Context: an optimization exercise on an open-source flow, tuned for small area. The choices shown serve that exercise and are no tape-out recipe. In this exercise RTL edits were held to simulation tests only and were not proved equivalent to the original. No activity file was given, so power comes from the tool's default toggle rates.

Design ambient_light_backlight_controller, start of the top module:
module ambient_light_backlight_controller #(
   parameter int WINDOW_SIZE = 5,
   parameter int LUX_BITS    = 16
) (
   input  logic       clock,
   input  logic       reset,
   input  logic        req_valid,
   output logic        req_ready,
   input  logic        req_kind,
   input  logic [15:0] req_lux_sample,
   input  logic        req_auto_mode,
   input  logic        req_slider_valid,
   input  logic [7:0]  req_slider_level,
   output logic        rsp_valid,
   input  logic        rsp_ready,
   output logic [9:0]  rsp_backlight_level,
   output logic        rsp_level_written,
   output logic [9:0]  rsp_target_level,
   output logic [15:0] rsp_filtered_lux,
   input  logic       csr_wr_en,
   input  logic [2:0] csr_index,
   input  logic [9:0] csr_wr_data
);
   typedef enum logic [4:0] {
      S_IDLE = 5'd0, S_SAMP = 5'd1, S_ACC = 5'd2, S_MEDC = 5'd3,
      S_FLOAD = 5'd4, S_CMP = 5'd5, S_EMA = 5'd6, S_PREROT = 5'd7,
      S_DIV = 5'd8, S_DIVS = 5'd9,
      S_SMAP = 5'd12, S_OFFC = 5'd13, S_TGT = 5'd14, S_TGT2 = 5'd15,
      S_GUPD = 5'd16, S_DIST = 5'd17, S_RAMP = 5'd18, S_MSMAP = 5'd19
   } st_t;
   logic [7:0]  alpha_up_ff, alpha_down_ff;
   logic [9:0]  midpoint_ff;
   logic [5:0]  band_ff;
   logic [2:0]  shift_ff;
   logic [9:0]  min_ff, max_ff;
   st_t         state_ff;
   logic [3:0]  ph_ff;         
   logic [5:0]  cnt_ff;        
   logic [3:0]  pass_ff;       
   logic [4:0]  fill_ff;       
   logic        lm_ff, lmv_ff;
   logic        lsv_ff;
   logic [7:0]  lsl_ff;
   logic [7:0]  man_ff;
   logic        cv_ff;
   logic        wr_ff;
   logic        rspv_ff;
   logic [15:0] w0, w1, w2, w3, w4;
   logic [23:0] f_ff;
   logic [17:0] r_ff;
   logic [9:0]  q_ff;
   logic [10:0] off_ff;
   logic [9:0]  goal_ff;
   logic [9:0]  cur_ff;
   logic [7:0]  acc_ff;
   logic [4:0] blw_ff;
   logic [2:0] lo_idx_ff, hi_idx_ff;
   logic mcar_ff;
   logic k1, k2, k3, k4, k5, k6, k7;
   logic [1:0] d_ff;
   logic up_ff, neg_ff, lt_ff, ltm_ff, gtm_ff, nz_ff, gtc_ff, eqc_ff;
   logic auto_m, mc, capture;
   logic [7:0] sw;
   assign auto_m  = req_auto_mode;
   assign mc      = !lmv_ff || (req_auto_mode != lm_ff);
  ...
export LEC_CHECK = 0
export ABC_AREA = 1
export CAP_MARGIN = 20
export CORE_MARGIN = 2
export CORE_UTILIZATION = 55
export SLEW_MARGIN = 20
create_clock -name core_clock -period 10.0 [get_ports {clock}]
standard.sh (not shown) runs the stock make flow with config.mk's settings and CLKGATE_MAP_FILE= SYNTH_SCRIPT=/design/flow/synth_recipe.tcl, a recipe that flattens the netlist after the stock synthesis.
==> flow/flow/run.sh <==
#!/bin/bash
# The standard layout (standard.sh with synth_recipe.tcl, both unchanged),
# with three changes:
#  - ABC maps the logic for area with flow/abc_area.script (used by ORFS when
#    ABC_AREA=1) in place of ORFS's own; the registers come from dfflibmap,
#    which runs before ABC, so they are the standard synthesis's;
#  - the port buffers use the smallest buffer cell;
#  - clock tree synthesis uses clkbuf_4 leaf clusters of up to 8 sinks
#    within 50 um, without dummy loads.
# ORFS writes each step's log under orfs/logs; make's output goes to standard.log.
set -e
here=$(pwd)
rm -rf "$here/orfs_scripts"
cp -r "$FLOW_HOME/scripts" "$here/orfs_scripts"
cp "$here/flow/abc_area.script" "$here/orfs_scripts/abc_area.script"
export SCRIPTS_DIR="$here/orfs_scripts"
export BUFFER_PORTS_ARGS="-buffer_cell sky130_fd_sc_hd__buf_1"
export CTS_ARGS="-sink_clustering_enable -repair_clock_nets -dont_use_dummy_load -buf_list sky130_fd_sc_hd__clkbuf_4 -sink_clustering_size 8 -sink_clustering_max_diameter 50"
bash standard.sh > standard.log 2>&1
==> flow/flow/abc_area.script <==
strash
balance -l
resub -K 6 -l
rewrite -l
resub -K 6 -N 2 -l
refactor -l
resub -K 8 -l
balance -l
resub -K 8 -N 2 -l
rewrite -l
resub -K 10 -l
rewrite -z -l
resub -K 10 -N 2 -l
balance -l
resub -K 12 -l
refactor -z -l
resub -K 12 -N 2 -l
rewrite -z -l
balance -l
dch -f
amap -m -F 4 -A 4
topo
stime -c
Rerun with:
--- a/flow/design.v
+++ b/flow/design.v
@@ -183,21 +183,21 @@
    logic fl, d2x, dD, sD, rr, xx, xd, aa, tt, qd, dbit, nq;
    always_comb begin
       f_sh = 1'b0; q_sh = 1'b0; off_sh = 1'b0; goal_sh = 1'b0; cur_sh = 1'b0;
       f23_in  = f_ff[0];
       f15_in  = f_ff[16];
       r_in    = r_ff[0];
       q_in    = q_ff[0];
       off_in  = off_ff[0];
       goal_in = goal_ff[0];
       cur_in  = cur_ff[0];
-      nk1 = 1'b0; nk2 = 1'b0; nk3 = 1'b0; nk4 = 1'b0; nk5 = 1'b0; nk6 = 1'b0; nk7 = 1'b0;
+      nk1 = k1; nk2 = k2; nk3 = k3; nk4 = k4; nk5 = k5; nk6 = k6; nk7 = k7;
       nd = d_ff;
       nup = up_ff; nneg = neg_ff; nlt = lt_ff; nltm = ltm_ff; ngtm = gtm_ff;
       nnz = nz_ff; ngtc = gtc_ff; neqc = eqc_ff;
       mul_s = 1'b0;
       a_x = 1'b0; b_x = 1'b0; s_x = 1'b0; t_x = 1'b0; g_x = 1'b0; c_x = 1'b0;
       st_x = 1'b0; au_x = 1'b0; ox_x = 1'b0;
       fl = 1'b0; d2x = 1'b0; dD = 1'b0; sD = 1'b0; rr = 1'b0; xx = 1'b0; xd = 1'b0;
       aa = 1'b0; tt = 1'b0; qd = 1'b0; dbit = 1'b0; nq = 1'b0;
       last = 1'b0;
       unique case (state_ff)
What happened: The new run ran to the end with no violations. Critical path depth goes up by 5. Combinational power is higher by about 10%. Clock-buffer cell count is higher by 2. Die area climbs by about 0.9%. Setup slack got worse by 0.62 ns. Utilization climbs by 0.20 points. Synthesized cell count is about the same. Power rises by about 4%. Non-clock buffer count shrinks by 2. Routed wire length goes up by about 1.9%. Cell area came out higher by about 1%.


Another version of the RTL of ambient_light_backlight_controller (not shown whole).
Size: roughly 1,200 cells after synthesis, about 290 flip-flops, ~84 I/O pins, ~0.012 mm2 of cells after synthesis.
Settings: LEC_CHECK=0, ABC_AREA=1, CAP_MARGIN=20, CORE_MARGIN=2, CORE_UTILIZATION=55, SLEW_MARGIN=20; clock period 10.0 ns.
Scripts as last shown in full above: flow/flow/run.sh, flow/flow/abc_area.script
Then changed:
--- a/flow/design.v
+++ b/flow/design.v
@@ -54,25 +54,23 @@
    input  logic        rsp_ready,
    output logic [9:0]  rsp_backlight_level,
    output logic        rsp_level_written,
    output logic [9:0]  rsp_target_level,
    output logic [15:0] rsp_filtered_lux,
    input  logic       csr_wr_en,
    input  logic [2:0] csr_index,
    input  logic [9:0] csr_wr_data
 );
    typedef enum logic [4:0] {
-      S_IDLE = 5'd0, S_SAMP = 5'd1, S_ACC = 5'd2, S_MEDC = 5'd3,
-      S_FLOAD = 5'd4, S_CMP = 5'd5, S_EMA = 5'd6, S_PREROT = 5'd7,
-      S_DIV = 5'd8, S_DIVS = 5'd9,
-      S_SMAP = 5'd12, S_OFFC = 5'd13, S_TGT = 5'd14, S_TGT2 = 5'd15,
-      S_GUPD = 5'd16, S_DIST = 5'd17, S_RAMP = 5'd18, S_MSMAP = 5'd19
+      S_IDLE, S_SAMP, S_MEDC, S_FLOAD, S_CMP, S_EMA, S_DIVS, S_SMAP,
+      S_DIV, S_OFFC, S_TGT, S_TGT2, S_GUPD, S_DIST, S_PREROT, S_RAMP, S_MSMAP,
+      S_ACC
    } st_t;
    logic [7:0]  alpha_up_ff, alpha_down_ff;
    logic [9:0]  midpoint_ff;
    logic [5:0]  band_ff;
    logic [2:0]  shift_ff;
    logic [9:0]  min_ff, max_ff;
    st_t         state_ff;
    logic [3:0]  ph_ff;         
    logic [5:0]  cnt_ff;        
    logic [3:0]  pass_ff;       
What happened: First-iteration DRC count increases by 35%; die area increases by 0.56%; final area increases by 0.54%; setup slack gains 0.47 ns; routed wire length increases by 2.5%; synthesized cell count increases by 1.6%; sequential cell count is unchanged; utilization increases by 0.13 points; clock skew increases by 0.020 ns; power decreases by 1.4%; clock power barely changes.


Setup of old:
Another version of the RTL of ambient_light_backlight_controller (not shown whole).
Size in the first run: about 1,200 cells after synthesis, ~84 I/O pins, ~12,000 um^2 of cells after synthesis.
==> flow/config.mk <==
export PLATFORM = sky130hd
export DESIGN_NAME = ambient_light_backlight_controller
export DESIGN_NICKNAME = ambient_light_backlight_controller
export VERILOG_FILES = /design/flow/design.v
export SDC_FILE = /design/flow/constraint.sdc
export NUM_CORES = 4
export LEC_CHECK = 0
export ABC_AREA = 1
export CAP_MARGIN = 20
export CORE_MARGIN = 2
export CORE_UTILIZATION = 55
export SLEW_MARGIN = 20
==> flow/constraint.sdc <==
create_clock -name core_clock -period 10.0 [get_ports {clock}]
set_input_delay 2.0000 -clock core_clock [delete_from_list [all_inputs] [get_ports {clock}]]
set_output_delay 2.0000 -clock core_clock [all_outputs]
set_load 0.01 [all_outputs]
Scripts as last shown in full above: flow/flow/run.sh, flow/flow/abc_area.script
old reached the end of the flow, and the finished layout is clean on the timing, DRC and antenna checks.
For new, these inputs were changed with respect to old:
-- flow/design.v --
<<< old, line 94
   logic [4:0] blw_ff;
   logic [2:0] lo_idx_ff, hi_idx_ff;
   logic mcar_ff;
   logic k1, k2, k3, k4, k5, k6, k7;
   logic [1:0] d_ff;
   logic up_ff, neg_ff, lt_ff, ltm_ff, gtm_ff, nz_ff, gtc_ff, eqc_ff;
   logic auto_m, mc, capture;
>>> new, line 94
   logic [4:0] blw_ff;
   logic [2:0] lo_idx_ff, hi_idx_ff;
   logic mcar_ff;      
   logic k1, k2, k3, k4, k5, k6, k7;
   logic [1:0] d_ff;   
   logic up_ff, neg_ff, lt_ff, ltm_ff, gtm_ff, nz_ff, gtc_ff, eqc_ff;
   logic auto_m, mc, capture;
<<< old, line 164
   logic f23_in, f15_in, r_in, q_in, off_in, goal_in, cur_in;
   logic nk1, nk2, nk3, nk4, nk5, nk6, nk7;
   logic [1:0] nd;
   logic nup, nneg, nlt, nltm, ngtm, nnz, ngtc, neqc;
   logic k1e, k2e;
>>> new, line 164
   logic f23_in, f15_in, r_in, q_in, off_in, goal_in, cur_in;
   logic nk1, nk2, nk3, nk4, nk5, nk6, nk7;
   logic nup, nneg, nlt, nltm, ngtm, nnz, ngtc, neqc;
   logic k1e, k2e;
<<< old, line 191
      cur_in  = cur_ff[0];
      nk1 = 1'b0; nk2 = 1'b0; nk3 = 1'b0; nk4 = 1'b0; nk5 = 1'b0; nk6 = 1'b0; nk7 = 1'b0;
      nd = d_ff;
      nup = up_ff; nneg = neg_ff; nlt = lt_ff; nltm = ltm_ff; ngtm = gtm_ff;
      nnz = nz_ff; ngtc = gtc_ff; neqc = eqc_ff;
>>> new, line 190
      cur_in  = cur_ff[0];
      nk1 = 1'b0; nk2 = 1'b0; nk3 = 1'b0; nk4 = 1'b0; nk5 = 1'b0; nk6 = 1'b0; nk7 = 1'b0;
      nup = up_ff; nneg = neg_ff; nlt = lt_ff; nltm = ltm_ff; ngtm = gtm_ff;
      nnz = nz_ff; ngtc = gtc_ff; neqc = eqc_ff;
<<< old, line 212
         end
         S_FLOAD: begin
            if (active) begin
               f_sh   = 1'b1;
>>> new, line 210
         end
         S_FLOAD: begin
            nk7 = (lo_b & hi_b) | ((lo_b ^ hi_b) & (ph_ff != 4'd0) & k7);    
            if (active) begin
               f_sh   = 1'b1;
<<< old, line 219
         end
         S_CMP: begin
            if (active) begin
               f_sh = 1'b1;
>>> new, line 218
         end
         S_CMP: begin
            nk7 = (lo_b & hi_b) | ((lo_b ^ hi_b) & (ph_ff != 4'd0) & k7);    
            if (active) begin
               f_sh = 1'b1;
<<< old, line 229
         end
         S_EMA: begin
            if (active) begin
               f_sh = 1'b1;
>>> new, line 229
         end
         S_EMA: begin
            nk7 = (lo_b & hi_b) | ((lo_b ^ hi_b) & (ph_ff != 4'd0) & k7);    
            if (active) begin
               f_sh = 1'b1;
<<< old, line 309
            end
            if (cnt_ff == 6'd17) begin
               nd = (!nnz && (state_ff == S_DIV)) ? 2'd0 : ngtm ? 2'd2 : nltm ? 2'd1 : 2'd0;
            end
            last = (cnt_ff == 6'd35) && (pass_ff == 4'd11);
>>> new, line 310
            end
            if (cnt_ff == 6'd17) begin
               {neqc, ngtc} = (!nnz && (state_ff == S_DIV)) ? 2'd0 : ngtm ? 2'd2 : nltm ? 2'd1 : 2'd0;
            end
            last = (cnt_ff == 6'd35) && (pass_ff == 4'd11);
<<< old, line 431
      w3 <= {ins ? w2[0] : w3[0], w3[15:1]};
      w4 <= {ins ? w3[0] : w4[0], w4[15:1]};
      mcar_ff <= (lo_b & hi_b) | ((lo_b ^ hi_b) & (ph_ff != 4'd0) & mcar_ff);
   end
   assign blw_ff    = {k7, k6, k5, k4, k3};
   assign lo_idx_ff = {gtm_ff, ltm_ff, lt_ff};
   assign hi_idx_ff = {eqc_ff, gtc_ff, nz_ff};
>>> new, line 432
      w3 <= {ins ? w2[0] : w3[0], w3[15:1]};
      w4 <= {ins ? w3[0] : w4[0], w4[15:1]};
   end
   assign blw_ff    = {k7, k6, k5, k4, k3};
   assign mcar_ff   = k7;
   assign d_ff      = {eqc_ff, gtc_ff};
   assign lo_idx_ff = {gtm_ff, ltm_ff, lt_ff};
   assign hi_idx_ff = {eqc_ff, gtc_ff, nz_ff};
<<< old, line 445
      if (cur_sh)  cur_ff  <= {cur_in, cur_ff[9:1]};
      k1 <= nk1; k2 <= nk2; k3 <= nk3; k4 <= nk4; k5 <= nk5; k6 <= nk6; k7 <= nk7;
      d_ff   <= nd;
      up_ff  <= nup;
      neg_ff <= nneg;
>>> new, line 447
      if (cur_sh)  cur_ff  <= {cur_in, cur_ff[9:1]};
      k1 <= nk1; k2 <= nk2; k3 <= nk3; k4 <= nk4; k5 <= nk5; k6 <= nk6; k7 <= nk7;
      up_ff  <= nup;
      neg_ff <= nneg;
- NOTE summed area of non-filler cells in the final layout old->new decreased slightly
- new against old: hold-critical path depth ~0 delta; number of buffers and inverters on the critical path +1; total power -0.55%; hold slack +0.0035 ns; non-clock buffer count +2.0%.
- Delta (new minus old): number of sequential storage elements went down; synthesis-to-layout area growth went up.
- On final standard cell utilization of the core: new sits above old.
- new vs. old: combined area of all synthesized cells down 0.95%, number of iterations in the first detailed-routing pass up 1, layout clock buffer count down 1.

## port drivers added, routing unchanged
The results above use ideal ports. As a check the final layouts listed here were re-extracted and re-timed, cells and wires unchanged.
Step 1 sets driving cells, clkbuf_16 on the clock port and buf_2 on the other inputs (assumed; they add their load-dependent delay and slew).
Step 2 adds t to the input delays and takes it off the output delays; t is the mean of the earliest and latest rising clock arrival at the registers after step 1. Input paths then give back, and output paths get back, about the clock's delay inside the block.
a / b / c = ideal / step 1 / step 2; a / b = the first two.
run | t (ns) | setup slack, ns | worst hold slack (ns)
the first run of note 1 | 0.669 | 3.509 / 3.529 / 2.860 | 0.322 / 0.322 / 0.322
the second run of note 1 | 0.669 | 2.885 / 2.904 / 2.235 | 0.321 / 0.321 / 0.321
the first run of note 2 | 0.679 | 2.614 / 2.635 / 1.956 | 0.324 / 0.324 / 0.324
the second run of note 2 | 0.667 | 3.079 / 3.096 / 2.429 | 0.300 / 0.300 / 0.300
old | 0.662 | 2.344 / 2.352 / 1.690 | 0.313 / 0.313 / 0.313
new | 0.658 | 2.663 / 2.662 / 2.004 | 0.317 / 0.317 / 0.317
After both steps every run listed still meets setup and hold. The setup slack of new, which loses most, moves by -0.001 ns with the drivers and by -0.659 ns with both steps.
